Source: an optimization exercise on an open RTL-to-GDS flow (aim: small area, a short achievable clock period and few clock cycles). Production flows keep margins and buffers that such runs may drop.
Only simulation tests tie the RTL to the original design; equivalence was not proved.
No activity file was given, so power comes from the tool's default toggle rates.

## alpha
## histogram_top
module histogram_top (
  input  logic                             port_0_clock,
  input  logic                             rst,
  input  logic                             in_valid,
  output logic                             in_ready,
  input  logic [hist_pkg::sample_width-1:0] in_sample,
  input  logic                             cmd_valid,
  output logic                             cmd_ready,
  input  logic                             cmd_op,
  input  logic [hist_pkg::bin_width-1:0]   cmd_bin,
  output logic                             rsp_valid,
  output logic [hist_pkg::count_width-1:0] rsp_count
);
Size in the first run: ~2300 cells after synthesis, about 1200 flip-flops, ~42 I/O pins, roughly 43000 um^2 of cells after synthesis.
Settings: LEC_CHECK=0, CAP_MARGIN=20, CORE_MARGIN=2, CORE_UTILIZATION=75, CTS_CLUSTER_DIAMETER=100, CTS_CLUSTER_SIZE=25, SETUP_SLACK_MARGIN=2.9, SLEW_MARGIN=20, TNS_END_PERCENT=0; clock period 5.0 ns.
run.sh (not shown) runs the stock make flow with config.mk's settings and CLKGATE_MAP_FILE= SYNTH_SCRIPT=/design/flow/synth_recipe.tcl, a recipe that flattens the netlist after the stock synthesis.
alpha finished every stage and its layout cleared the timing, design-rule and antenna checks.
Testbench counts of alpha, summed over its fixed seeds: cycles 23,385.
> inputs changed (alpha -> beta)
Settings: CORE_UTILIZATION now 60, was 75.
--- outcome ---
In the tables for beta and alpha, post-place instance area reads lower with alpha. alpha reports its startpoint of the most critical setup path as s0_row[62] while beta reports s0_row[36]. Looking at beta and alpha, the clock-pin slew of the registers on the worst-case setup and hold paths is a wash. Taking alpha as the reference, in beta floorplan row count picked up an extra 10, layout buffering overhead excluding clock cells went up, combinational power up about 10%.
Changes in gamma relative to beta:
Settings: swapping 0 for 15 in TNS_END_PERCENT.
Findings:
Summary of gamma over beta: DRC marker count from the first detailed-route iteration +about 1.3%; highest cell delay on the worst timing path -0.03 ns; area of all placed cells without fillers +1900 um^2; area of the multi-input gates +5.6%.
gamma vs beta on core utilization: gamma is the higher one.
Time the worst path needs with I/O delays and setup in gamma is 0.064 ns below beta.
Looking only at routed wire length, and setting everything else aside, the lower value of beta and gamma goes to beta.
Summary: with beta as the reference, power in gamma moved up slightly.
Higher number of cells upsized or downsized after cts was reported by gamma, not beta.
Setup slack came out higher on gamma than on beta.
Cmp beta and gamma / routed metal-1 wire length / higher: gamma

* * *

## run 1
The RTL this note starts from:
==> flow/design.v <==
package hist_pkg;
  localparam int sample_width = 12;
  localparam int bin_count = 64;
  localparam int bin_width = 6;
  localparam int count_width = 16;
  localparam logic [count_width-1:0] count_max = {count_width{1'b1}};
  typedef enum logic {
    op_clear = 1'b0,
    op_read  = 1'b1
  } hist_op_e;
  typedef enum logic [2:0] {
    st_run     = 3'd0,
    st_drain   = 3'd1,
    st_clear   = 3'd2,
    st_read    = 3'd3,
    st_respond = 3'd4
  } ctrl_state_e;
endpackage
`timescale 1ns/1ps
module histogram_top (
  input  logic                             port_0_clock,
  input  logic                             rst,
  input  logic                             in_valid,
  output logic                             in_ready,
  input  logic [hist_pkg::sample_width-1:0] in_sample,
  input  logic                             cmd_valid,
  output logic                             cmd_ready,
  input  logic                             cmd_op,
  input  logic [hist_pkg::bin_width-1:0]   cmd_bin,
  output logic                             rsp_valid,
  output logic [hist_pkg::count_width-1:0] rsp_count
);
  localparam int BW = hist_pkg::bin_width;
  localparam int CW = hist_pkg::count_width;
  localparam int NB = hist_pkg::bin_count;
  function automatic logic [7:0] oct(input logic [2:0] v);
    oct = 8'b0000_0001 << v;
  endfunction
  logic [CW-1:0] mem [NB];
  logic          rdy_q;
  logic          rdy_out_q;
  logic          hold_op;
  logic [BW-1:0] hold_bin;
  logic          s0_v;
  logic          s0_smp;    
  logic          s0_clr;    
  logic [BW-1:0] s0_bin;
  logic [NB-1:0] s0_row;    
  logic          s1_smp;    
  logic          s1_wclr;   
  logic          s1_cmd;    
  logic [BW-1:0] s1_bin;
  logic [CW-1:0] s1_rd_a;   
  logic [CW-1:0] s1_rd_b;   
  logic          s1_fsel;   
  logic [CW-1:0] s1_fd;     
  logic [CW-1:0] s1_rdj;    
  logic [CW-1:0] s1_old;
  logic [CW-1:0] s1_new;
  logic          s2_wclr;
  logic [7:0]    s2_hi;     
  logic [7:0]    s2_lo;     
  logic [CW-1:0] s2_data;
  logic          acc_in;
  logic          acc_cmd;
  logic [BW-1:0] nxt_bin;
  logic [CW-1:0] rd_a;
  logic [CW-1:0] rd_b;
  logic          s0_isclr;
  logic          hit1;
  logic          hit2;
  assign in_ready  = rdy_out_q;
  assign cmd_ready = rdy_out_q;
  assign acc_in  = in_valid && rdy_q;
  assign acc_cmd = cmd_valid && rdy_q;
  always_ff @(posedge port_0_clock) begin
    if (rst) begin
      rdy_q <= 1'b1;
      rdy_out_q <= 1'b1;
      s0_v <= 1'b0;
    end else begin
      rdy_q <= !(acc_in && acc_cmd);
      rdy_out_q <= !(acc_in && acc_cmd);
      s0_v <= !rdy_q || acc_in || acc_cmd;
    end
  end
  always_comb begin
    if (!rdy_q) begin
      nxt_bin = hold_bin;
    end else if (acc_in) begin
      nxt_bin = in_sample[hist_pkg::sample_width-1 -: BW];
    end else begin
      nxt_bin = cmd_bin;
    end
  end
  always_ff @(posedge port_0_clock) begin
    if (acc_cmd) begin
      hold_op <= cmd_op;
      hold_bin <= cmd_bin;
    end
    if (!rdy_q) begin
      s0_smp <= 1'b0;
      s0_clr <= !hold_op;
    end else if (acc_in) begin
      s0_smp <= 1'b1;
      s0_clr <= 1'b0;
    end else begin
      s0_smp <= 1'b0;
      s0_clr <= !cmd_op;
    end
    s0_bin <= nxt_bin;
    s0_row <= NB'(1) << nxt_bin;
  end
  always_comb begin
    rd_a = '0;
    rd_b = '0;
    for (int r = 0; r < NB/2; r++) begin
      rd_a = rd_a | (mem[r] & {CW{s0_row[r]}});
      rd_b = rd_b | (mem[NB/2+r] & {CW{s0_row[NB/2+r]}});
    end
  end
  assign s0_isclr = !s0_smp && s0_clr;
  assign hit1 = s1_smp && (s1_bin == s0_bin);
  assign hit2 = |(s2_hi & oct(s0_bin[5:3])) && |(s2_lo & oct(s0_bin[2:0]));
  always_ff @(posedge port_0_clock) begin
    if (rst) begin
      s1_smp <= 1'b0;
      s1_wclr <= 1'b0;
      s1_cmd <= 1'b0;
    end else begin
      s1_smp <= s0_v && s0_smp;
      s1_wclr <= s0_v && s0_isclr;
      s1_cmd <= s0_v && !s0_smp;
    end
  end
  always_ff @(posedge port_0_clock) begin
    s1_bin <= s0_bin;
    s1_rd_a <= rd_a;
    s1_rd_b <= rd_b;
    s1_fsel <= s0_isclr || s1_wclr || hit1 || s2_wclr || hit2;
    if (s0_isclr || s1_wclr) begin
      s1_fd <= '0;
    end else if (hit1) begin
      s1_fd <= s1_new;
    end else if (s2_wclr) begin
      s1_fd <= '0;
    end else begin
      s1_fd <= s2_data;
    end
  end
  function automatic logic [CW-1:0] sat_inc(input logic [CW-1:0] v);
    sat_inc = (&v) ? v : v + 1'b1;
  endfunction
  assign s1_rdj = s1_rd_a | s1_rd_b;
  assign s1_old = s1_fsel ? s1_fd : s1_rdj;
  assign s1_new = s1_fsel ? sat_inc(s1_fd) : sat_inc(s1_rdj);
  always_ff @(posedge port_0_clock) begin
    if (rst) begin
      s2_wclr <= 1'b0;
      s2_hi <= '0;
      rsp_valid <= 1'b0;
    end else begin
      s2_wclr <= s1_wclr;
      s2_hi <= s1_smp ? oct(s1_bin[5:3]) : '0;
      rsp_valid <= s1_cmd;
    end
  end
  always_ff @(posedge port_0_clock) begin
    s2_lo <= oct(s1_bin[2:0]);
    s2_data <= s1_wclr ? '0 : s1_new;
    rsp_count <= s1_old;
  end
  for (genvar b = 0; b < NB; b++) begin : g_bin
    logic we;
    assign we = s2_wclr || (s2_hi[b/8] && s2_lo[b%8]);
    always_ff @(posedge port_0_clock) begin
      if (we) begin
        mem[b] <= s2_data;
      end
    end
  end
endmodule
Settings: LEC_CHECK=0, CAP_MARGIN=40, CORE_MARGIN=2, CORE_UTILIZATION=60, CTS_CLUSTER_DIAMETER=100, CTS_CLUSTER_SIZE=25, SETUP_SLACK_MARGIN=3.0, SLEW_MARGIN=60, TNS_END_PERCENT=30; clock period 5.0 ns.
Testbench counts of run 1, summed over its fixed seeds: cycles 23,385.
#### Input delta (run 2 over run 1)
Settings: CAP_MARGIN: 40 -> 30; SLEW_MARGIN: 60 -> 45.
Run 2 and run 1 ended up with nearly the same switching power share of the total. Compared with run 1, run 2 shows post-layout worst setup margin lower by 0.0063 ns. On reported net switching power, run 2 and run 1 are neck and neck. ~same power after layout in run 2 and run 1. In terms of pre-CTS worst setup slack, run 1 and run 2 differ only marginally. Run 2 gives less number of antenna repair diodes than run 1 did. Run 2 ends up with a detailed-router iteration count before antenna repair that is 1 higher than in run 1. Wire length of the first global-routing pass was lower in the run labelled run 2. Density: run 2 sparser than run 1. Per the comparison of run 2 with run 1, average via count per standard cell comparable, number of antenna violations at the first check in global routing fell by 2.
> inputs changed (run 2 -> run 3)
Settings: a change of CAP_MARGIN from 30 to 60; a change of SLEW_MARGIN from 45 to 80.
Results
Compared with run 2, in run 3 via count normalized by instance count shrank by about 1.3%; clock transition at the registers of the reported paths held steady; power in the clock group grew by about 0.8%; combinational fraction of design power grew by 4.1 points; post-layout minimum cycle time grew by 0.021 ns.
Run 3 against run 2: layout-stage area growth over the synthesis result now larger, routed wire length climbed 2500 um.
## Diff of input files: run 4 against run 3
Settings: SLEW_MARGIN now 45, was 80; CAP_MARGIN now 40, was 60.
- Result for run 4 and run 3: all clean
- Of run 4 and run 3, it is run 4 that has the higher setup slack.
- On worst-case headroom to the max-slew limit: run 4 sits below run 3.
- Changes observed in run 4 relative to run 3: clock network power consumption fell about 0.8%; wire length on met1 down 940 um; wire length lower.
- [diff] first-iteration DRC count, run 4 relative to run 3: improvement
- Met1 layer usage reported by global route: run 4 and run 3 compared, higher one is run 3
- Run 4 gives more clock tree buffer count of the final layout than run 3 did.
- In run 4 the upper clock frequency limit turned out about 1% higher than in run 3.
Here is what was changed in the inputs of run 5 compared with run 4.
Settings: a change of TNS_END_PERCENT from 30 to 60; a change of CTS_CLUSTER_SIZE from 25 to 20.
Findings:
| filler cell count in the final layout | run 5 vs run 4 | 41 lower |. Compared with run 4, run 5 shows a lower clock period minus worst slack. Compared with run 4, in run 5 clock-buffer cell count went up by 28%, power higher, via count now larger.

* * *

Starts from the design.v that is shown in full above.
export LEC_CHECK = 0
export CAP_MARGIN = 40
export CORE_MARGIN = 2
export CORE_UTILIZATION = 60
export CTS_CLUSTER_DIAMETER = 100
export CTS_CLUSTER_SIZE = 25
export SETUP_SLACK_MARGIN = 3.1
export SLEW_MARGIN = 45
export TNS_END_PERCENT = 60
create_clock -name core_clock -period 5.0 [get_ports {port_0_clock}]
The first run ran to the end with no violations.
Testbench counts at the start, summed over its fixed seeds: cycles 23,385.
Change:
- SETUP_SLACK_MARGIN: 3.1 -> 3.0
- SLEW_MARGIN: 45 -> 50
- TNS_END_PERCENT: 60 -> 30
=>
- global-route usage drops by 0.37 points
- critical path depth climbs by 3
- design area drops by 2.1%
- cell count drops by 1.1%
- wire length drops by 2.3%
- setup slack gains 0.0047 ns
- synthesized area is unchanged
- clock power climbs by about 0.8%
- clock skew drops by 0.010 ns
Change:
- SLEW_MARGIN: 50 -> 45
- TNS_END_PERCENT: 30 -> 100
Wire length came out higher by 0.55%.
Area after synthesis does not change.
Final cell count fell by about 0.6%.
Global-route usage hardly moves.
Combinational power grows by 12%.
Register-to-register slack gets better by 0.09 ns.
Worst setup slack barely changes.
Sequential share of layout area falls by 0.12 points.
Clock-buffer cell count decreases by 8.
Total power barely changes.

* * *

willow:
// histogram_top: RTL as listed in full above, without the edits since
export LEC_CHECK = 0
export CAP_MARGIN = 40
export CORE_MARGIN = 2
export CORE_UTILIZATION = 60
export CTS_CLUSTER_DIAMETER = 100
export CTS_CLUSTER_SIZE = 25
export SETUP_SLACK_MARGIN = 3.0
export SLEW_MARGIN = 35
export TNS_END_PERCENT = 30
create_clock -name core_clock -period 5.0 [get_ports {port_0_clock}]
willow went all the way through synthesis, placement and routing and the layout is clean on timing, DRC and antenna.
Testbench counts of willow, summed over its fixed seeds: cycles 23,385.
Input changes introduced in tundra (baseline for comparison: willow):
- CAP_MARGIN: 40 -> 20
- SLEW_MARGIN: 35 -> 20
## What came out
Clock-buffer cell count: tundra and willow compared, lower one is willow. For willow, the slowest stage cell on the critical path was sky130_fd_sc_hd__or4_1, unlike tundra, where it was sky130_fd_sc_hd__a21o_1. Higher core utilization among tundra and willow: willow. Share of final-layout standard cells stronger than drive strength 1 (higher): willow. Via count in tundra is 214 below willow.
Relative to tundra, the following input files were edited for juniper:
- SLEW_MARGIN now 45, was 20
- CAP_MARGIN now 40, was 20
- TNS_END_PERCENT now 60, was 30
==> comparison <==
- juniper: number of nets in the finished design is 0.67% higher than what tundra reported.
- ~same global-route usage in juniper and tundra
- Compared with tundra, juniper shows a higher worst setup slack after layout.
- In juniper, the area growth from synthesis to layout came out 0.66 points above the value in tundra.
- Changes observed in juniper relative to tundra: maximum fanout count along the critical path went down 62, count of instances resized after the clock tree is built went down 46, slack of the worst reg-to-reg path now larger, wire length picked up an extra about 0.6%.
- Wire length of the first global-routing pass of juniper is on par with tundra.

* * *

Setup of build 31:
Another version of the RTL of histogram_top (not shown whole).
Size: ~2500 cells after synthesis, about 43000 sq um of cells after synthesis.
Settings: LEC_CHECK=0, CAP_MARGIN=20, CORE_MARGIN=2, CORE_UTILIZATION=60, CTS_CLUSTER_DIAMETER=100, CTS_CLUSTER_SIZE=25, SETUP_SLACK_MARGIN=2.9, SLEW_MARGIN=20, TNS_END_PERCENT=100; clock period 5.0 ns.
Testbench counts of build 31, summed over its fixed seeds: cycles 23,385.
Modified inputs, build 75 compared to build 31
diff --git a/flow/config.mk b/flow/config.mk
--- a/flow/config.mk
+++ b/flow/config.mk
@@ -8 +8 @@
-export CAP_MARGIN = 20
+export CAP_MARGIN = 40
@@ -13,3 +13,3 @@
-export SETUP_SLACK_MARGIN = 2.9
-export SLEW_MARGIN = 20
-export TNS_END_PERCENT = 100
+export SETUP_SLACK_MARGIN = 3.0
+export SLEW_MARGIN = 45
+export TNS_END_PERCENT = 30
### Flow results
- Between build 31 and build 75, the difference in final critical-path setup slack is negligible.
- When the final numbers for build 31 and build 75 were put side by side, the worst-path maximum fanout turned out to be smaller in build 31.
- Summary of build 75 over build 31: total chip power barely changed; area fraction of clock buffers and clock inverters essentially unchanged.
### build 75 -> build 70
diff --git a/flow/config.mk b/flow/config.mk
--- a/flow/config.mk
+++ b/flow/config.mk
@@ -8 +8 @@
-export CAP_MARGIN = 40
+export CAP_MARGIN = 20
@@ -11,2 +11,2 @@
-export CTS_CLUSTER_DIAMETER = 100
-export CTS_CLUSTER_SIZE = 25
+export CTS_CLUSTER_DIAMETER = 120
+export CTS_CLUSTER_SIZE = 30
@@ -14 +14 @@
-export SLEW_MARGIN = 45
+export SLEW_MARGIN = 20
[summary]
- Build 70 reached the end of the flow, and the finished layout is clean on the timing, design-rule and antenna checks.
- Of build 75 and build 70, build 70 shows the lower worst setup slack after placement, with build 75 above it.
- Finished layout cell area down about 0.6% in build 70 wrt build 75
- For the antenna diode count, build 70 came in 3 higher than build 75 did.
- Going from build 75 to build 70, count of clock-buffer cells in the layout shrank by more than 10%.
- Compared with build 75, in build 70 met3 track demand over resource in global routing higher; synthesis-to-layout area growth lower; met2 routing resource usage after global routing higher; clock power share lower.
- Build 70 ends up with a wire length that is 0.32% higher than in build 75.
- Critical path depth | build 70 below build 75
- Max-cap check violation count: build 70 vs build 75 identical
Changes in build 12 relative to build 70:
==> flow/flow/run.sh (new file) <==
#!/bin/bash
# Standard layout, unchanged
set -e
bash standard.sh finish > standard.log 2>&1
==> flow/standard.sh (new file) <==
#!/bin/bash
# synth_recipe.tcl (not shown) runs the flow's synth.tcl, then flattens the netlist and writes it again
# the make line also repeats each setting of config.mk as NAME=value (left out here)
make -C /OpenROAD-flow-scripts/flow DESIGN_CONFIG=/design/flow/config.mk WORK_HOME=/design/flow/orfs CLKGATE_MAP_FILE= SYNTH_SCRIPT=/design/flow/synth_recipe.tcl "${@:-finish}"
diff --git a/flow/config.mk b/flow/config.mk
--- a/flow/config.mk
+++ b/flow/config.mk
@@ -11,2 +11,2 @@
-export CTS_CLUSTER_DIAMETER = 120
-export CTS_CLUSTER_SIZE = 30
+export CTS_CLUSTER_DIAMETER = 100
+export CTS_CLUSTER_SIZE = 25
removed: flow/run.sh
[summary]
Any difference in wire length of the first global-routing pass between build 12 and build 70 is small enough to ignore. The routed wire length of build 70 and that of build 12 are within noise of each other. Run comparison: build 12 capturing instance or port of the critical path s1_fd[14]; build 70 capturing instance or port of the critical path s1_rd_a[6]. Looking at hold slack, build 12 sits below build 70. [compare] base=build 70 new=build 12: required time at the worst-slack endpoint rose by 60 ps, worst reg-to-reg path cell count went up, normalized max-slew margin grew by 1.0 points. Diff build 12..build 70 | hold-fix buffer count after cts | unchanged. The clock-buffer cell count in build 12 was higher than what build 70 gave. There was hardly any difference in final cell count between build 70 and build 12.
What build 71 does differently from build 12 at the input level:
==> flow/run.sh (new file) <==
#!/bin/bash
# synth_recipe.tcl (not shown) runs the flow's synth.tcl, then flattens the netlist and writes it again
# the make line also repeats each setting of config.mk as NAME=value (left out here)
make -C /OpenROAD-flow-scripts/flow DESIGN_CONFIG=/design/flow/config.mk WORK_HOME=/design/flow/orfs CLKGATE_MAP_FILE= SYNTH_SCRIPT=/design/flow/synth_recipe.tcl finish
diff --git a/flow/config.mk b/flow/config.mk
--- a/flow/config.mk
+++ b/flow/config.mk
@@ -13 +13 @@
-export SETUP_SLACK_MARGIN = 3.0
+export SETUP_SLACK_MARGIN = 2.9
@@ -15 +15 @@
-export TNS_END_PERCENT = 30
+export TNS_END_PERCENT = 0
removed: flow/flow/run.sh
removed: flow/standard.sh
## What came out
Build 71 has completed all stages; timing, DRC and antenna checks passed.
Taking build 12 as the reference point, the post-detailed-routing wire length of build 71 falls by about 1.1%.
Build 71 vs build 12, worst setup path endpoint: mem[40][8] vs s1_fd[14]
In the flow results for build 71 and build 12, the non-clock buffer count is smaller on build 71.
From build 71 to build 12, detailed-router iteration count before antenna repair did not move at all.
Build 71 ended with less area added between synthesis and finish than build 12.
Changes observed in build 71 relative to build 12: cell area went down 840 sq um, relative contribution of the clock network to total power has increased.
Inputs modified between build 71 and build 47:
diff --git a/flow/config.mk b/flow/config.mk
--- a/flow/config.mk
+++ b/flow/config.mk
@@ -13 +13 @@
-export SETUP_SLACK_MARGIN = 2.9
+export SETUP_SLACK_MARGIN = 2.8
@@ -15 +15 @@
-export TNS_END_PERCENT = 0
+export TNS_END_PERCENT = 100
Results
Build 47 vs build 71 — maximum achievable frequency dropped slightly
In the tables for build 47 and build 71, power reads lower with build 47.
Proportion of power drawn by combinational gates sits higher in build 47 than in build 71.
Of build 47 and build 71, build 47 shows the higher count of cell instances traversed by the critical path, with build 71 below it.
| proportion of cell area occupied by multi-input gates | build 47 vs build 71 | ≈ equal |
Clock-buffer cell count went down slightly going from build 71 to build 47.

==> what the ideal ports hide <==
Ports are ideal in the flow. The routed layouts listed here were re-timed in OpenROAD.
Step 1 (the two cells are an assumption about what drives the block):
set clk [get_ports {port_0_clock}]
set_driving_cell -lib_cell sky130_fd_sc_hd__clkbuf_16 $clk
set_driving_cell -lib_cell sky130_fd_sc_hd__buf_2 [delete_from_list [all_inputs] $clk]
Step 2, shift: input delay + t, output delay - t, t = (earliest + latest rising clock arrival at the registers) / 2. This alone moves slack from input paths to output paths.
a / b / c = ideal / step 1 / step 2; a / b = the first two.
| run | t, ns | setup slack, ns | hold slack, ns | clock arrival spread, ns | pins driven straight from the clock port |
|---|---|---|---|---|---|
| alpha | 0.738 | 2.338 / 2.338 / 2.128 | 0.434 / 0.434 / 0.434 | 0.041 / 0.041 | 1 |
| beta | 0.724 | 2.562 / 2.562 / 2.179 | 0.424 / 0.424 / 0.424 | 0.043 / 0.043 | 1 |
| gamma | 0.726 | 2.626 / 2.626 / 2.287 | 0.440 / 0.440 / 0.440 | 0.045 / 0.045 | 1 |
| run 1 | 0.722 | 2.880 / 2.808 / 2.313 | 0.422 / 0.422 / 0.422 | 0.029 / 0.029 | 1 |
| run 2 | 0.722 | 2.874 / 2.805 / 2.313 | 0.414 / 0.414 / 0.414 | 0.033 / 0.033 | 1 |
| run 3 | 0.722 | 2.853 / 2.799 / 2.261 | 0.408 / 0.408 / 0.408 | 0.031 / 0.031 | 1 |
| run 4 | 0.722 | 2.874 / 2.805 / 2.313 | 0.414 / 0.414 / 0.414 | 0.033 / 0.033 | 1 |
| run 5 | 0.695 | 2.897 / 2.827 / 2.365 | 0.413 / 0.413 / 0.413 | 0.021 / 0.021 | 1 |
| the first run of note 3 | 0.716 | 2.865 / 2.798 / 2.452 | 0.422 / 0.422 / 0.422 | 0.039 / 0.039 | 1 |
| the second run of note 3 | 0.712 | 2.870 / 2.810 / 2.329 | 0.417 / 0.417 / 0.417 | 0.028 / 0.027 | 1 |
| the third run of note 3 | 0.722 | 2.868 / 2.802 / 2.357 | 0.423 / 0.423 / 0.423 | 0.031 / 0.031 | 1 |
| willow | 0.718 | 2.836 / 2.817 / 2.337 | 0.415 / 0.415 / 0.415 | 0.021 / 0.021 | 1 |
| tundra | 0.717 | 2.779 / 2.779 / 2.360 | 0.415 / 0.415 / 0.415 | 0.028 / 0.028 | 1 |
| juniper | 0.718 | 2.896 / 2.825 / 2.348 | 0.423 / 0.423 / 0.423 | 0.042 / 0.043 | 1 |
| build 31 | 0.724 | 2.735 / 2.667 / 2.428 | 0.400 / 0.400 / 0.400 | 0.034 / 0.033 | 1 |
| build 75 | 0.719 | 2.736 / 2.736 / 2.393 | 0.409 / 0.409 / 0.409 | 0.030 / 0.030 | 1 |
| build 70 | 0.710 | 2.787 / 2.787 / 2.315 | 0.408 / 0.408 / 0.408 | 0.033 / 0.033 | 1 |
| build 12 | 0.724 | 2.797 / 2.787 / 2.308 | 0.399 / 0.399 / 0.399 | 0.033 / 0.033 | 1 |
| build 71 | 0.718 | 2.762 / 2.762 / 2.315 | 0.390 / 0.390 / 0.390 | 0.031 / 0.031 | 1 |
| build 47 | 0.729 | 2.740 / 2.740 / 2.265 | 0.410 / 0.410 / 0.410 | 0.030 / 0.030 | 1 |
After both steps every run listed still meets setup and hold. For run 3, which loses most, drivers alone change the setup slack by -0.054 ns; drivers and shift together by -0.592 ns.
